What follows belongs to an exercise in optimizing a design on an open flow for small area, a short achievable clock period and few clock cycles per item; a production flow would make more cautious choices. Where RTL was checked, it was by simulation tests only, not by an equivalence proof against the original.

==> flow/design.v (excerpt) <==
module rsa_key_setup
#(
  parameter int PW = rsa_pkg::PW_DEF
) (
  input  logic            clk,
  input  logic            rst,
  input  logic            start,
  input  logic [PW-1:0]   p,
  input  logic [PW-1:0]   q,
  input  logic [2*PW-1:0] ext_e,
  output logic            busy,
  output logic            done,
  output logic [2*PW-1:0] n,
  output logic [2*PW-1:0] e_o,
  output logic [2*PW-1:0] d,
  output logic            invalid
);
  logic        in_idle, in_mul, in_gcd;
  logic [2:0]  cnt;
  logic        borrow, case2, pqbad, phiodd, first, ltf;
  logic [31:0] phr;           
  logic [32:0] a, t;
  logic [32:0] ca1, ct1, ct2;
  logic        ca2s;          
  logic [32:0] ca2;
  assign ca2 = {ca2s, d};
  logic        tz;            
  logic [1:0]  dct, dca;      
  logic        dmx;           
  logic        swap, h2;
  logic [33:0] va_x, va_y, va_sum;
  logic        va_zero;
  logic [32:0] t_next;
  always_comb begin
    va_x   = {t[32], t};
    va_y   = {a[32], a};
    va_sum = va_x + va_y;
    va_zero = ((va_x ^ va_y) == {(va_x[32:0] | va_y[32:0]), 1'b0});
    h2     = t[0] ? (t[1] ^ a[1]) : ~t[1];
    if (t[0]) t_next = h2 ? {va_sum[33], va_sum[33:2]} : va_sum[33:1];
    else      t_next = h2 ? {{2{t[32]}}, t[32:2]} : {t[32], t[32:1]};
    swap   = t[0] & (va_sum[33] != t[32]);
  end
  function automatic logic [35:0] add4(input logic [35:0] x,
                                       input logic [35:0] y, input logic en_y,
                                       input logic [35:0] z, input logic en_z, input logic en_w,
                                       input logic neg_z);
    logic [35:0] yy, zx, zz, ww, s1v, c1v, s2v, c2v;
    logic [36:0] r;
    yy  = en_y ? y : 36'd0;
    zx  = neg_z ? ~z : z;
    zz  = en_z ? zx : 36'd0;
    ww  = en_w ? {zx[34:0], neg_z} : 36'd0;
    s1v = x ^ yy ^ zz;
    c1v = {(x[34:0] & yy[34:0]) | (x[34:0] & zz[34:0]) | (yy[34:0] & zz[34:0]), 1'b0};
    s2v = s1v ^ c1v ^ ww;
    c2v = {(s1v[34:0] & c1v[34:0]) | (s1v[34:0] & ww[34:0]) | (c1v[34:0] & ww[34:0]), en_z & neg_z};
    r   = {s2v, 1'b1} + {c2v, en_w & neg_z};
    add4 = r[36:1];
  endfunction
  logic        run, odd, par, par2, sigma, dbl, sh2, c0, c1;
  ...
==> flow/config.mk <==
export PLATFORM = sky130hd
export DESIGN_NAME = rsa_key_setup
export DESIGN_NICKNAME = rsa_key_setup
export VERILOG_FILES = /design/flow/design.v
export SDC_FILE = /design/flow/constraint.sdc
export NUM_CORES = 4
export LEC_CHECK = 0
export CAP_MARGIN = 20
export CORE_MARGIN = 2
export CORE_UTILIZATION = 40
export SETUP_SLACK_MARGIN = 5
export SLEW_MARGIN = 20
==> flow/constraint.sdc <==
create_clock -name core_clock -period 10.0 [get_ports {clk}]
set_input_delay 2.0000 -clock core_clock [delete_from_list [all_inputs] [get_ports {clk}]]
set_output_delay 2.0000 -clock core_clock [all_outputs]
set_load 0.01 [all_outputs]
run.sh (not shown) runs the stock make flow with config.mk's settings and CLKGATE_MAP_FILE= SYNTH_SCRIPT=/design/flow/synth_recipe.tcl, a recipe that flattens the netlist after the stock synthesis.
Testbench counts at the start, summed over its fixed seeds: cycles 44,928, keys 1,200.
Next try:
Settings changed: SETUP_SLACK_MARGIN 5 to 4.
Clock skew falls by 0.0073 ns.
Setup slack loses 0.29 ns.
Flip-flop and latch count does not change.
Via count falls by 5.4%.
Final area falls by 14%.
Sequential share of layout area rises by 3.7 points.
Routed wire length falls by about 7%.
Synthesized area does not change.
Final cell count falls by about 5%.

* * *

Setup of north:
Another version of the RTL of rsa_key_setup (not shown whole).
For scale: roughly 330 flip-flops, roughly 170 I/O pins, about 0.027 mm^2 of cells after synthesis.
clock: 10.0 ns
lec_check: 0
abc_area: 1
cap_margin: 20
core_margin: 2
core_utilization: 40
setup_slack_margin: 5
slew_margin: 20
Testbench counts of north, summed over its fixed seeds: cycles 44,928, keys 1,200.
[inputs] south vs north
- CTS_BUF_LIST now sky130_fd_sc_hd__clkbuf_8, previously not set
## What came out
Between south and north, it is south whose total stage count of the critical path is lower, by 2. Summary of south over north: final cell count went up, count of plain and timing-repair buffers in the layout went up, via count went up.
Input-level comparison between east and south:
- CTS_BUF_LIST: sky130_fd_sc_hd__clkbuf_8 -> unset
- ABC_AREA: 1 -> unset
--- outcome ---
- south has higher cell count than east.
- Diff east..south | sequential share of cell area | negligible
- Sort east and south by area enclosed by the die boundary, ascending, and east comes first.
- Between east and south, it is east whose cell count after placement is lower, by 635.
- Looking at required time at the worst-slack endpoint, east sits 240 ps below south.
- Relative to south, the non-clock buffer count of east is higher by 16.
- What east reported for wire length has to be multiplied by 1.10 to get the figure for south.

* * *

== v6 ==
rsa_key_setup, a different RTL version from the one above (not shown whole).
For scale: roughly 3,700 cells after synthesis, about 330 flip-flops, about 170 I/O pins, ~0.027 mm^2 of cells after synthesis.
Settings: LEC_CHECK=0, ABC_AREA=1, CAP_MARGIN=20, CORE_MARGIN=2, CORE_UTILIZATION=40, SETUP_SLACK_MARGIN=5, SLEW_MARGIN=20; clock period 10.0 ns.
Changes in v7 relative to v6:
diff --git a/flow/config.mk b/flow/config.mk
--- a/flow/config.mk
+++ b/flow/config.mk
@@ -8 +7,0 @@
-export ABC_AREA = 1
## What came out
In the reports for v6 and v7, the larger met3 layer usage reported by global route belongs to v6.
The run showing the smaller synthesized area divided by synthesized cell count is v6.
On number of tapcells: between v6 and v7, it ends up lower for v7.
v7 vs. v6: DRC marker count from the first detailed-route iteration dropped 372, slew at the pin closest to its max-slew limit dropped 0.048 ns.
Comparing v6 and v7, the lower worst setup slack after placement was measured on v7.
Between v6 and v7, total global-route track usage is higher for v6, v7 comes in under that.
No functional check of the RTL was part of any run of this note.

* * *

Another version of the RTL of rsa_key_setup (not shown whole).
For scale: ~3100 cells after synthesis, about 330 flip-flops, roughly 170 I/O pins, ~27000 um2 of cells after synthesis.
Design rsa_key_setup, start of the top module:
module rsa_key_setup
#(
  parameter int PW = rsa_pkg::PW_DEF
) (
  input  logic            clk,
  input  logic            rst,
  input  logic            start,
  input  logic [PW-1:0]   p,
  input  logic [PW-1:0]   q,
  input  logic [2*PW-1:0] ext_e,
  output logic            busy,
  output logic            done,
  output logic [2*PW-1:0] n,
  output logic [2*PW-1:0] e_o,
  output logic [2*PW-1:0] d,
  output logic            invalid
);
  logic        in_idle, in_mul, in_gcd;
  logic [2:0]  cnt;
  logic        borrow, case2, pqbad, phiodd, first, ltf;
  logic [31:0] phr;           
  logic [32:0] a, t;
  logic [32:0] ca1, ct1, ct2;
  logic        ca2s;          
  logic [32:0] ca2;
  assign ca2 = {ca2s, d};
  logic        tz;            
  logic [1:0]  dct, dca;      
  logic        dmx;           
  logic        h2r;           
  function automatic logic [35:0] ks36(input logic [35:0] x, input logic [35:0] y);
    logic [35:0] g, p, gg, pp, g2, p2;
    g = x & y;
    p = x ^ y;
    gg = g;
    pp = p;
    for (int k = 1; k < 36; k = k * 2) begin
      g2 = gg;
      p2 = pp;
      for (int i = k; i < 36; i++) begin
        g2[i] = gg[i] | (pp[i] & gg[i-k]);
        p2[i] = pp[i] & pp[i-k];
      end
      gg = g2;
      pp = p2;
    end
    ks36 = p ^ {gg[34:0], 1'b0};
  endfunction
  logic        swap, h2;
  logic [33:0] va_x, va_y, va_sum;
  logic [35:0] va_ks;
  logic        va_zero;
  logic [32:0] t_next;
  always_comb begin
    va_x   = {t[32], t};
    va_y   = {a[32], a};
    va_ks  = ks36({{2{va_x[33]}}, va_x}, {{2{va_y[33]}}, va_y});
    va_sum = va_ks[33:0];
    va_zero = ((va_x ^ va_y) == {(va_x[32:0] | va_y[32:0]), 1'b0});
    h2     = h2r;
    if (t[0]) t_next = h2 ? {va_sum[33], va_sum[33:2]} : va_sum[33:1];
    else      t_next = h2 ? {{2{t[32]}}, t[32:2]} : {t[32], t[32:1]};
    swap   = t[0] & (va_sum[33] != t[32]);
  end
  function automatic logic [34:0] add4(input logic [34:0] x,
                                       input logic [34:0] y, input logic en_y,
  ...
clock: 10.0 ns
lec_check: 0
cap_margin: 20
core_margin: 2
core_utilization: 40
setup_slack_margin: 4
slew_margin: 20
Testbench counts at the start, summed over its fixed seeds: cycles 44,928, keys 1,200.
Rerun with:
--- a/flow/config.mk
+++ b/flow/config.mk
@@ -10,3 +10,3 @@
 export CORE_UTILIZATION = 40
-export SETUP_SLACK_MARGIN = 4
+export SETUP_SLACK_MARGIN = 5
 export SLEW_MARGIN = 20
Effect:
- fmax went up by 11%
- global-route usage climbs by 1.9 points
- wire length went up by about 8%
- worst setup slack improved by 560 ps
- synthesized cell count does not change
- worst hold slack improves by 3.3 ps
- die area is unchanged

* * *

## before
Another version of the RTL of rsa_key_setup (not shown whole).
Size: ~3,200 cells after synthesis, ~310 flip-flops, ~170 I/O pins, ~27,000 sq um of cells after synthesis.
clock: 10.0 ns
lec_check: 0
abc_clock_period_in_ps: 3500
cap_margin: 20
core_margin: 2
core_utilization: 40
slew_margin: 20
For after, these inputs were changed with respect to before:
Settings: swapping 3500 for 2500 in ABC_CLOCK_PERIOD_IN_PS; putting SETUP_SLACK_MARGIN at 5 where nothing was set.
Results
- First element of the critical path: a[32] -> after, t[0] -> before
- Compared with before, after shows a higher overall routed net length.
- after vs before on final critical delay including setup and external delays: after is the lower one.
- Taking before as the reference, in after first-pass GRT wire length moved up, worst setup slack increased by 1190 ps relative to the old numbers.
- When after is measured against before, its met3 wire length turns out 22% higher.
- Taking before as the reference, in after clock-buffer cell count higher; depth of the critical timing path with buffers and inverters included lower.
No run of this note included a check of the RTL's function; only the layout flow was run.

* * *

rsa_key_setup, a different RTL version from the one above (not shown whole).
For scale: ~3000 cells after synthesis, roughly 170 I/O pins.
clock: 10.0 ns
lec_check: 0
cap_margin: 20
core_margin: 2
core_utilization: 40
cts_buf_list: sky130_fd_sc_hd__clkbuf_4
cts_cluster_size: 20
setup_slack_margin: 5
slew_margin: 20
The baseline passed the timing, DRC and antenna checks.
Testbench counts at the start, summed over its fixed seeds: cycles 44,928, keys 1,200.
Then changed:
==> flow/flow/run.sh (new file) <==
#!/bin/bash
set -euo pipefail
bash standard.sh SETUP_SLACK_MARGIN=6 finish > standard_flow.log 2>&1
==> flow/standard.sh (new file) <==
#!/bin/bash
# synth_recipe.tcl (not shown) runs the flow's synth.tcl, then flattens the netlist and writes it again
# the make line also repeats each setting of config.mk as NAME=value (left out here)
make -C /OpenROAD-flow-scripts/flow DESIGN_CONFIG=/design/flow/config.mk WORK_HOME=/design/flow/orfs CLKGATE_MAP_FILE= SYNTH_SCRIPT=/design/flow/synth_recipe.tcl "${@:-finish}"
CTS_BUF_LIST = default   (was sky130_fd_sc_hd__clkbuf_4)
CTS_CLUSTER_SIZE = default   (was 20)
SETUP_SLACK_MARGIN = default   (was 5)
removed: flow/run.sh
Outcome: Utilization increases by 8.0 points; via count went up by 4.7%; global-route usage rises by 1.3 points; maximum frequency goes up by 2.0%; cell count rises by 2.8%; critical path depth increases by 1.
Then changed:
==> flow/run.sh (new file) <==
#!/bin/bash
# synth_recipe.tcl (not shown) runs the flow's synth.tcl, then flattens the netlist and writes it again
# the make line also repeats each setting of config.mk as NAME=value (left out here)
make -C /OpenROAD-flow-scripts/flow DESIGN_CONFIG=/design/flow/config.mk WORK_HOME=/design/flow/orfs CLKGATE_MAP_FILE= SYNTH_SCRIPT=/design/flow/synth_recipe.tcl finish
CTS_BUF_LIST = sky130_fd_sc_hd__clkbuf_8   (was default)
SETUP_SLACK_MARGIN = 5   (was default)
removed: flow/flow/run.sh
removed: flow/standard.sh
=>
- synthesized cell count stays the same
- routed wire length goes down by about 8%
- worst hold slack improves by 0.0033 ns
- setup slack degrades by 0.075 ns
- non-clock buffer count goes down by 229
- global-route usage goes down by 1.4 points
- first-iteration DRC count goes down by 18%
- design area goes down by about 15%
Then changed:
CTS_BUF_LIST = default   (was sky130_fd_sc_hd__clkbuf_8)
Final cell count went down slightly.
Global-route usage shrinks by 0.17 points.
Design area increases slightly.
Synthesized area does not change.

* * *

## birch
rsa_key_setup, a different RTL version from the one above (not shown whole).
Size in the first run: roughly 3100 cells after synthesis, ~320 flip-flops, roughly 170 I/O pins, ~27000 um^2 of cells after synthesis.
clock: 10.0 ns
lec_check: 0
cap_margin: 20
core_margin: 2
core_utilization: 40
setup_slack_margin: 5
slew_margin: 20
Stock flow here: none of the scripts above is used.
Changes in maple relative to birch:
--- a/flow/config.mk
+++ b/flow/config.mk
@@ -10,3 +10,3 @@
 export CORE_UTILIZATION = 40
-export SETUP_SLACK_MARGIN = 5
+export SETUP_SLACK_MARGIN = 4
 export SLEW_MARGIN = 20
[summary]
- Maximum frequency down about 10% in maple wrt birch
- [compare] base=birch new=maple: number of non-clock buffers now sits lower; global-route wire length before repair dropped 7.3%; summed area of non-filler cells in the final layout lower.
No run of this note included a check of the RTL's function; only the layout flow was run.

* * *

old:
rsa_key_setup, a different RTL version from the one above (not shown whole).
For scale: ~3300 cells after synthesis, ~0.027 mm^2 of cells after synthesis.
Design rsa_key_setup, start of the top module:
module rsa_key_setup
#(
  parameter int PW = rsa_pkg::PW_DEF
) (
  input  logic            clk,
  input  logic            rst,
  input  logic            start,
  input  logic [PW-1:0]   p,
  input  logic [PW-1:0]   q,
  input  logic [2*PW-1:0] ext_e,
  output logic            busy,
  output logic            done,
  output logic [2*PW-1:0] n,
  output logic [2*PW-1:0] e_o,
  output logic [2*PW-1:0] d,
  output logic            invalid
);
clock: 10.0 ns
lec_check: 0
cap_margin: 20
core_margin: 2
core_utilization: 40
setup_slack_margin: 5
slew_margin: 20
Changes in new relative to old:
- ABC_AREA: unset -> 1
==> run notes <==
- From old to new the numbers moved as follows: required time of the worst setup path went up 0.04 ns, aggregate global-route resource usage moved up, core occupancy in the finished layout moved down, wire length per cell after detailed routing shows a reduction of 8.1%.
- Measured against new, the total vias in the final route of old comes out at 0.887 times the reference value.
- Timing, DRC, antenna: 0 failures across new and old
No functional check of the RTL was part of any run of this note.

## re-timing with driven ports
No port has a modelled driver above. Below, the same layouts with a new extraction and two added sets of constraints. Step 1 assumes that a clkbuf_16 drives the clock port and a buf_2 every other input. Step 2 times the ports against the registers' clock, not the clock port: input delays grow and output delays shrink by t, the midpoint of the rising clock arrivals with the driver on. Three values: ideal ports, drivers, drivers and shift; two values: the first two.
run | t, ns | slack for setup (ns) | worst setup path after step 2
the first run of note 1 | 0.639 | 4.444 / 4.444 / 4.444 | register to register
the second run of note 1 | 0.643 | 4.152 / 4.152 / 4.152 | register to register
north | 0.648 | 5.213 / 5.213 / 4.736 | input to register
south | 0.718 | 5.089 / 5.089 / 4.469 | input to register
east | 0.642 | 5.082 / 5.082 / 4.573 | input to register
v6 | 0.644 | 5.220 / 5.220 / 4.640 | input to register
v7 | 0.641 | 5.026 / 5.026 / 4.756 | input to register
the first run of note 4 | 0.649 | 4.393 / 4.393 / 4.393 | register to register
the second run of note 4 | 0.645 | 4.954 / 4.954 / 4.954 | register to register
before | 0.653 | 1.338 / 1.337 / 1.337 | register to register
after | 0.641 | 2.531 / 2.531 / 2.531 | register to register
the first run of note 6 | 0.927 | 5.026 / 5.026 / 4.576 | input to register
the second run of note 6 | 0.641 | 5.123 / 5.123 / 5.064 | input to register
the third run of note 6 | 0.748 | 5.048 / 5.048 / 4.557 | input to register
the fourth run of note 6 | 0.648 | 5.038 / 5.038 / 4.564 | input to register
birch | 0.648 | 4.586 / 4.586 / 4.586 | register to register
maple | 0.637 | 4.016 / 4.016 / 4.016 | register to register
old | 0.647 | 4.988 / 4.988 / 4.504 | input to register
new | 0.648 | 5.180 / 5.180 / 4.693 | input to register
After both steps setup and hold are still met in every run listed. The setup slack of south, which loses most, moves by 0.000 ns with the drivers and by -0.620 ns with both steps.
